Source: an optimization exercise on an open RTL-to-GDS flow (aim: small area). Production flows keep margins and buffers that such runs may drop. Function was checked by simulation only, so behaviour that the tests miss may differ from the original. Power and IR drop assume default switching activity.

==> design/flow/config.mk <==
export PLATFORM = sky130hd
export DESIGN_NAME = risc_trace_top
export DESIGN_NICKNAME = risc_trace_top
export VERILOG_FILES = /design/flow/design.v
export SDC_FILE = /design/flow/constraint.sdc
export NUM_CORES = 4
export LEC_CHECK = 0
export CAP_MARGIN = 20
export CORE_MARGIN = 2
export CORE_UTILIZATION = 40
export SLEW_MARGIN = 20
==> design/flow/constraint.sdc <==
create_clock -name core_clock -period 5.0 [get_ports {clk}]
set_input_delay 1.0000 -clock core_clock [delete_from_list [all_inputs] [get_ports {clk}]]
set_output_delay 1.0000 -clock core_clock [all_outputs]
set_load 0.01 [all_outputs]
==> design/flow/design.v <==
module risc_trace_top (
  input  logic        clk,
  input  logic        rst,
  input  logic        start,
  input  logic [31:0] pc_i,
  input  logic [31:0] instr_i,
  input  logic [31:0] wdata_i,
  input  logic        rd_en,
  output logic        core_rst,
  output logic        running,
  output logic        done,
  output logic        halt_det,
  output logic        timeout,
  output logic        overflow,
  output logic [31:0] cycle_cnt,
  output logic [4:0]  count,
  output logic        rd_valid,
  output logic [31:0] rd_pc,
  output logic [31:0] rd_instr,
  output logic [31:0] rd_wdata
);
  risc_trace_ctrl #(
    .DATA_W     (32),
    .ADDR_W     (32),
    .DEPTH      (16),
    .RST_CYCLES (2),
    .MAX_CYCLES (1000),
    .STALL_LIMIT(4)
  ) u_ctrl (
    .clk      (clk),
    .rst      (rst),
    .start    (start),
    .pc_i     (pc_i),
    .instr_i  (instr_i),
    .wdata_i  (wdata_i),
    .rd_en    (rd_en),
    .core_rst (core_rst),
    .running  (running),
    .done     (done),
    .halt_det (halt_det),
    .timeout  (timeout),
    .overflow (overflow),
    .cycle_cnt(cycle_cnt),
    .count    (count),
    .rd_valid (rd_valid),
    .rd_pc    (rd_pc),
    .rd_instr (rd_instr),
    .rd_wdata (rd_wdata)
  );
endmodule

module risc_trace_ctrl #(
  parameter int DATA_W      = 32,
  parameter int ADDR_W      = 32,
  parameter int DEPTH       = 16,
  parameter int RST_CYCLES  = 1,
  parameter int MAX_CYCLES  = 10,
  parameter int STALL_LIMIT = 4
) (
  input  logic                     clk,
  input  logic                     rst,
  input  logic                     start,
  input  logic [ADDR_W-1:0]        pc_i,
  input  logic [DATA_W-1:0]        instr_i,
  input  logic [DATA_W-1:0]        wdata_i,
  input  logic                     rd_en,
  output logic                     core_rst,
  output logic                     running,
  output logic                     done,
  output logic                     halt_det,
  output logic                     timeout,
  output logic                     overflow,
  output logic [31:0]              cycle_cnt,
  output logic [$clog2(DEPTH):0]   count,
  output logic                     rd_valid,
  output logic [ADDR_W-1:0]        rd_pc,
  output logic [DATA_W-1:0]        rd_instr,
  output logic [DATA_W-1:0]        rd_wdata
);
  localparam int PTR_W = $clog2(DEPTH);
  localparam int CNT_W = PTR_W + 1;
  localparam logic [1:0] S_IDLE  = 2'd0;
  localparam logic [1:0] S_RESET = 2'd1;
  localparam logic [1:0] S_RUN   = 2'd2;
  localparam logic [1:0] S_DONE  = 2'd3;
  logic [1:0]        state;
  logic [31:0]       rst_cnt;
  logic [PTR_W-1:0]  wr_ptr;
  logic [PTR_W-1:0]  rd_ptr;
  logic [31:0]       stall_cnt;
  logic [ADDR_W-1:0] prev_pc;
  logic              first_run;
  logic [ADDR_W-1:0] mem_pc    [DEPTH];
  logic [DATA_W-1:0] mem_instr [DEPTH];
  logic [DATA_W-1:0] mem_wdata [DEPTH];
  logic        full;
  logic        pop_ok;
  logic [31:0] stall_nxt;
  logic [31:0] cycle_nxt;
  logic        hit_halt;
  logic        hit_budget;
  always_comb begin
    stall_nxt = 32'd0;
    if (!first_run && (pc_i == prev_pc)) begin
      stall_nxt = stall_cnt + 32'd1;
    end
    cycle_nxt  = cycle_cnt + 32'd1;
    hit_halt   = (stall_nxt >= 32'(STALL_LIMIT));
    hit_budget = (cycle_nxt >= 32'(MAX_CYCLES));
    full       = (count == CNT_W'(DEPTH));
    pop_ok     = (state == S_DONE) && rd_en && (count != '0) && !start;
  end
  assign core_rst = (state != S_RUN);
  assign running  = (state == S_RUN);
  assign done     = (state == S_DONE);
  always_ff @(posedge clk) begin
    if (state == S_RUN) begin
      mem_pc[wr_ptr]    <= pc_i;
      mem_instr[wr_ptr] <= instr_i;
      mem_wdata[wr_ptr] <= wdata_i;
    end
  end
  always_ff @(posedge clk or negedge rst) begin
    if (!rst) begin
      state     <= S_IDLE;
      rst_cnt   <= '0;
      wr_ptr    <= '0;
      rd_ptr    <= '0;
      count     <= '0;
      stall_cnt <= '0;
      prev_pc   <= '0;
      first_run <= 1'b1;
      cycle_cnt <= '0;
      halt_det  <= 1'b0;
      timeout   <= 1'b0;
      overflow  <= 1'b0;
      rd_valid  <= 1'b0;
      rd_pc     <= '0;
      rd_instr  <= '0;
      rd_wdata  <= '0;
    end else begin
      rd_valid <= 1'b0;
      case (state)
        S_IDLE, S_DONE: begin
          if (start) begin
            state     <= S_RESET;
            rst_cnt   <= '0;
            wr_ptr    <= '0;
            rd_ptr    <= '0;
            count     <= '0;
            stall_cnt <= '0;
            first_run <= 1'b1;
            cycle_cnt <= '0;
            halt_det  <= 1'b0;
            timeout   <= 1'b0;
            overflow  <= 1'b0;
          end else if (pop_ok) begin
            rd_valid <= 1'b1;
            rd_pc    <= mem_pc[rd_ptr];
            rd_instr <= mem_instr[rd_ptr];
            rd_wdata <= mem_wdata[rd_ptr];
            rd_ptr   <= rd_ptr + 1'b1;
            count    <= count - 1'b1;
          end
        end
        S_RESET: begin
          if (rst_cnt == 32'(RST_CYCLES - 1)) begin
            state <= S_RUN;
          end else begin
            rst_cnt <= rst_cnt + 32'd1;
          end
        end
        S_RUN: begin
          wr_ptr    <= wr_ptr + 1'b1;
          cycle_cnt <= cycle_nxt;
          stall_cnt <= stall_nxt;
          prev_pc   <= pc_i;
          first_run <= 1'b0;
          if (full) begin
            rd_ptr   <= rd_ptr + 1'b1;
            overflow <= 1'b1;
          end else begin
            count <= count + 1'b1;
          end
          if (hit_halt) begin
            halt_det <= 1'b1;
          end
          if (hit_budget) begin
            timeout <= 1'b1;
          end
          if (hit_halt || hit_budget) begin
            state <= S_DONE;
          end
        end
        default: state <= S_IDLE;
      endcase
    end
  end
endmodule
==> design/flow/run.sh <==
#!/bin/bash
# synth_recipe.tcl (not shown) runs the flow's synth.tcl, then flattens the netlist and writes it again
# the make line also repeats each setting of config.mk as NAME=value (left out here)
make -C /OpenROAD-flow-scripts/flow DESIGN_CONFIG=/design/flow/config.mk WORK_HOME=/design/flow/orfs CLKGATE_MAP_FILE= SYNTH_SCRIPT=/design/flow/synth_recipe.tcl finish
==> run summary <==
## layout by cell type (no fill, tap or decap), types with 46 or more instances in the layout
cell type        Yosys  final
mux2_2             133    133
dfrtp_1            243    239
clkdlybuf4s50_1      0    238
clkbuf_16            0    179
nand2_1             86     86
xor2_1              51     51
mux4_2             480    480
edfxtp_1          1536   1536
o21ai_0            101    100
nor2_1             105     91
clkbuf_1           130     46
buf_4                1     59
## path summary, 6_finish.rpt
path	depth (start not counted)	endpoint	slack [ps]	startpoint
setup reg to reg	9	u_ctrl.state[1]	1400	u_ctrl.stall_cnt[0]
hold reg to reg	1	u_ctrl.rd_instr[21]	500	u_ctrl.rd_instr[21]
setup / recovery	8	u_ctrl.stall_cnt[16]	1250	pc_i[15]
hold / removal	1	u_ctrl.rst_cnt[17]	240	rst
max in group asynchronous	2	u_ctrl.rd_wdata[3]	3620	rst
min in group core_clock	1	u_ctrl.rd_instr[21]	500	u_ctrl.rd_instr[21]
## critical path, delay by kind of cell
| kind | cells | cell delay [ps] |
|---|---|---|
| xor gates and xnor gates | 1 | 320 |
| and+or+nand+nor | 4 | 1530 |
| AOI/OAI and AO/OA | 1 | 370 |
| buffers and inverters | 2 | 1220 |
## cell families after synthesis
logic type,after synthesis,share of synthesized area [%]
flip-flops,1780,74.80
adder cells (fa/ha/maj),16,0.2867
multiplexers,622,17.76
buffers and inverters,191,1.046
XOR/XNOR,70,0.8780
AO/OA/AOI/OAI,242,2.127
AND/OR/NAND/NOR,418,3.107
## metrics by stage
stage	hold WS [ps]	worst slack (ps)	utilization, %
5_1_grt	258.0	988.1	47.15
3_3_place_gp	488.5	549.2	43.73
2_1_floorplan	465.2	-1020	-
6_report	235.5	1251	47.15
4_1_cts	234.2	1245	47.14
3_5_place_dp	494.1	424.2	43.73
## state kept, by name (all words and copies together), names as in the netlist
signal and cells:
u_ctrl.rd_ptr 4, u_ctrl.mem_instr 512, u_ctrl.wr_ptr 4, u_ctrl.timeout 1, u_ctrl.rd_valid 1, u_ctrl.prev_pc 32
u_ctrl.rd_instr 32, u_ctrl.rd_wdata 32, u_ctrl.mem_wdata 512, u_ctrl.rst_cnt 32, u_ctrl.cycle_cnt 32, u_ctrl.halt_det 1
u_ctrl.stall_cnt 32, u_ctrl.state 2, u_ctrl.overflow 1, u_ctrl.count 5, u_ctrl.rd_pc 32, u_ctrl.mem_pc 512
u_ctrl.first_run 1
## power by group through the flow
stage | Sequential [W] | Clock, W | Combinational [W]
6_report | 0.0161 | 0.0135 | 0.000336
5_1_grt | 0.0161 | 0.0144 | 0.000373
4_1_cts | 0.0161 | 0.0138 | 0.000342
3_5_place_dp | 0.0164 | 0 | 0.000342
3_3_place_gp | 0.0164 | 0 | 0.000328
2_1_floorplan | 0.0165 | 0 | 0.0000164
## per-layer routing
metal / vias up / track usage, %
met5: - / 0
met4: 20 / 6.511
met3: 263 / 3.034
met2: 939 / 30.93
met1: 18580 / 25.37
li1: 14620 / -
## final cells by class
type | instances | area, µm² | area share (%)
timing repair buffer | 339 | 3661 | 4.472
tap | 2325 | 2909 | 3.553
clock inverter | 84 | 998.5 | 1.220
multi-input combinational | 1368 | 17040 | 20.81
antenna | 8 | 20.02 | 0.02445
inverter | 20 | 75.07 | 0.09169
sequential | 1780 | 52250 | 63.81
clock buffer | 245 | 4927 | 6.018
==> results_dict.tcl <==
set metrics [dict create \
    synthTopCellsByArea "edfxtp_1 (66%), mux4_2 (15%), dfrtp_1 (8.7%)" \
    cts_buffers 177 \
    outcome "finished clean" \
    synth.yosys.warnings 1 \
    drive_gt1_share_pct 26.49 \
    synth_nets 3455 \
    cp.required_ps 5690 \
    highest_layer "met5" \
    final_area_um2 81870 \
    end_kind "flip-flop" \
    vias_per_cell 5.580 \
    dr_wl_met2_mm 83.06 \
    dr.pass1.iters 5 \
    start_kind "input port" \
    drv_cap 0 \
    synth_commonest_cells "edfxtp_1 (1,536), mux4_2 (480), dfrtp_1 (243)" \
    worst_pin_slew_ps 1004 \
    grt-ovfl-total 0 \
    critPathKind "in -> reg" \
    fillCellCount 14370 \
    setup_viol 0 \
    cts-hold-fix-buffers 0 \
    switchingPower_w 0.005837 \
    dieWidth_um 421.8 \
    sequentialPowerShare_pct 53.9 \
    syn2layout_area_growth_pct 17.25 \
    dieArea_um2 177900 \
    internal-power_w 0.02412 \
    drt-met1-wl_mm 70.33 \
    yosysMostFrequentCell "edfxtp_1" \
    post_cts_buffers 0 \
    antenna_found_initial 27 \
    hold_class "in -> async" \
    stdcell_count 6169 \
    crit_path_max_fanout 20 \
    path_cells "clkdlybuf4s50_1 -> xor2_1 -> nor4_1 -> nand3_1 -> nor3_1 -> nand2_1 -> buf_4 -> o41ai_1" \
    drc_errors 0 \
    synth_cell_types 68 \
    finalClockSkew_ps 24.84 \
    drt_iter0_markers 3176 \
    synth_area_um2 69830 \
    total_power_w 0.02996 \
    async_reset_ff_share_pct 13.71 \
    max_slew_margin_pct 32.48 \
    rows 153 \
    power_density_nw_per_um2 365.9 \
    place_inst 5832 \
    cts_tree "yes" \
    synth-main-ff-cell "edfxtp_1" \
    hpwl_mm 87.95 \
    p_sw_share_pct 19.48 \
    drv_slew 0 \
    rsz0062_at_grt "false" \
    post_drt_wl_per_cell_um 26.98 \
    postPlaceCellArea_um2 75930 \
    ys_seq_area_share_pct 74.80 \
    fmax_mhz 266.7 \
    grt_pass1_wl_mm 244.7 \
    antenna_left 0 \
    cts_resized 0 \
    nets 3802 \
    initial_core_util_pct 40.22 \
    synth_edf_count 1536 \
    routabilityCongestion 0.8046 \
    io_buffers 239 \
    synth_top_area_cell "edfxtp_1" \
    crit_path_max_incr_delay_ps 860 \
    num_vias 34420 \
    fin_crit_sh_pct 74.98 \
    fp.coreArea_um2 173600 \
    grt_pass1_vias 35240 \
    clockRootBuffer "clkbuf_16" \
    period_minus_slack_ps 3749 \
    wl_met3_mm 7.924 \
    cpMaxStageDelayCell "clkdlybuf4s50_1" \
    clk_latency_ps 810 \
    die_y_um 421.8 \
    clk_pin_slew_ps 60 \
    hold_viol_final 0 \
    p_clk_share_pct 45.0 \
    grt.total_usage_pct 18.75 \
    finalSetupTns_ps 0 \
    synthCells 3339 \
    power_leakage_nw 26.70 \
    pin_count 240 \
    comb_power_share_pct 1.1 \
    ctsHtreeMaxLevel 4 \
    grt_max_degree 97 \
    clk_path_buf_depth 3 \
    syn_area_per_cell_um2 20.91 \
    arrival_ps 4440 \
    ir_drop_mv 0.3736 \
    ys_ff_latch 1780 \
    synth_top_cell_area_share_pct 66.05 \
    totalWireLength_mm 166.4 \
    cts_sinks 1780 \
]

==> static timing again, ports no longer ideal <==
The results above use ideal ports. As a check the final layout listed here was re-extracted and re-timed, cells and wires unchanged. Step 1 sets driving cells, clkbuf_16 on the clock port and buf_2 on the other inputs (assumed; they add their load-dependent delay and slew). Step 2 moves the port delays by t, midway between the first and last clock arrival at a register: inputs arrive t later, outputs are due t later. That takes back most of the time a late clock gives input paths. a / b / c = no drivers / after step 1 / after step 2; a / b = the first two.
shift t [ns]: 0.883
setup slack, ns: 1.251 / 1.258 / 0.426
worst register clock-pin slew, ns: 0.07 / 0.07
worst data-port slew with drivers (ns): 0.15
After both steps setup and hold are still met in this run. For this run, drivers alone change the setup slack by +0.007 ns; drivers and shift together by -0.825 ns.
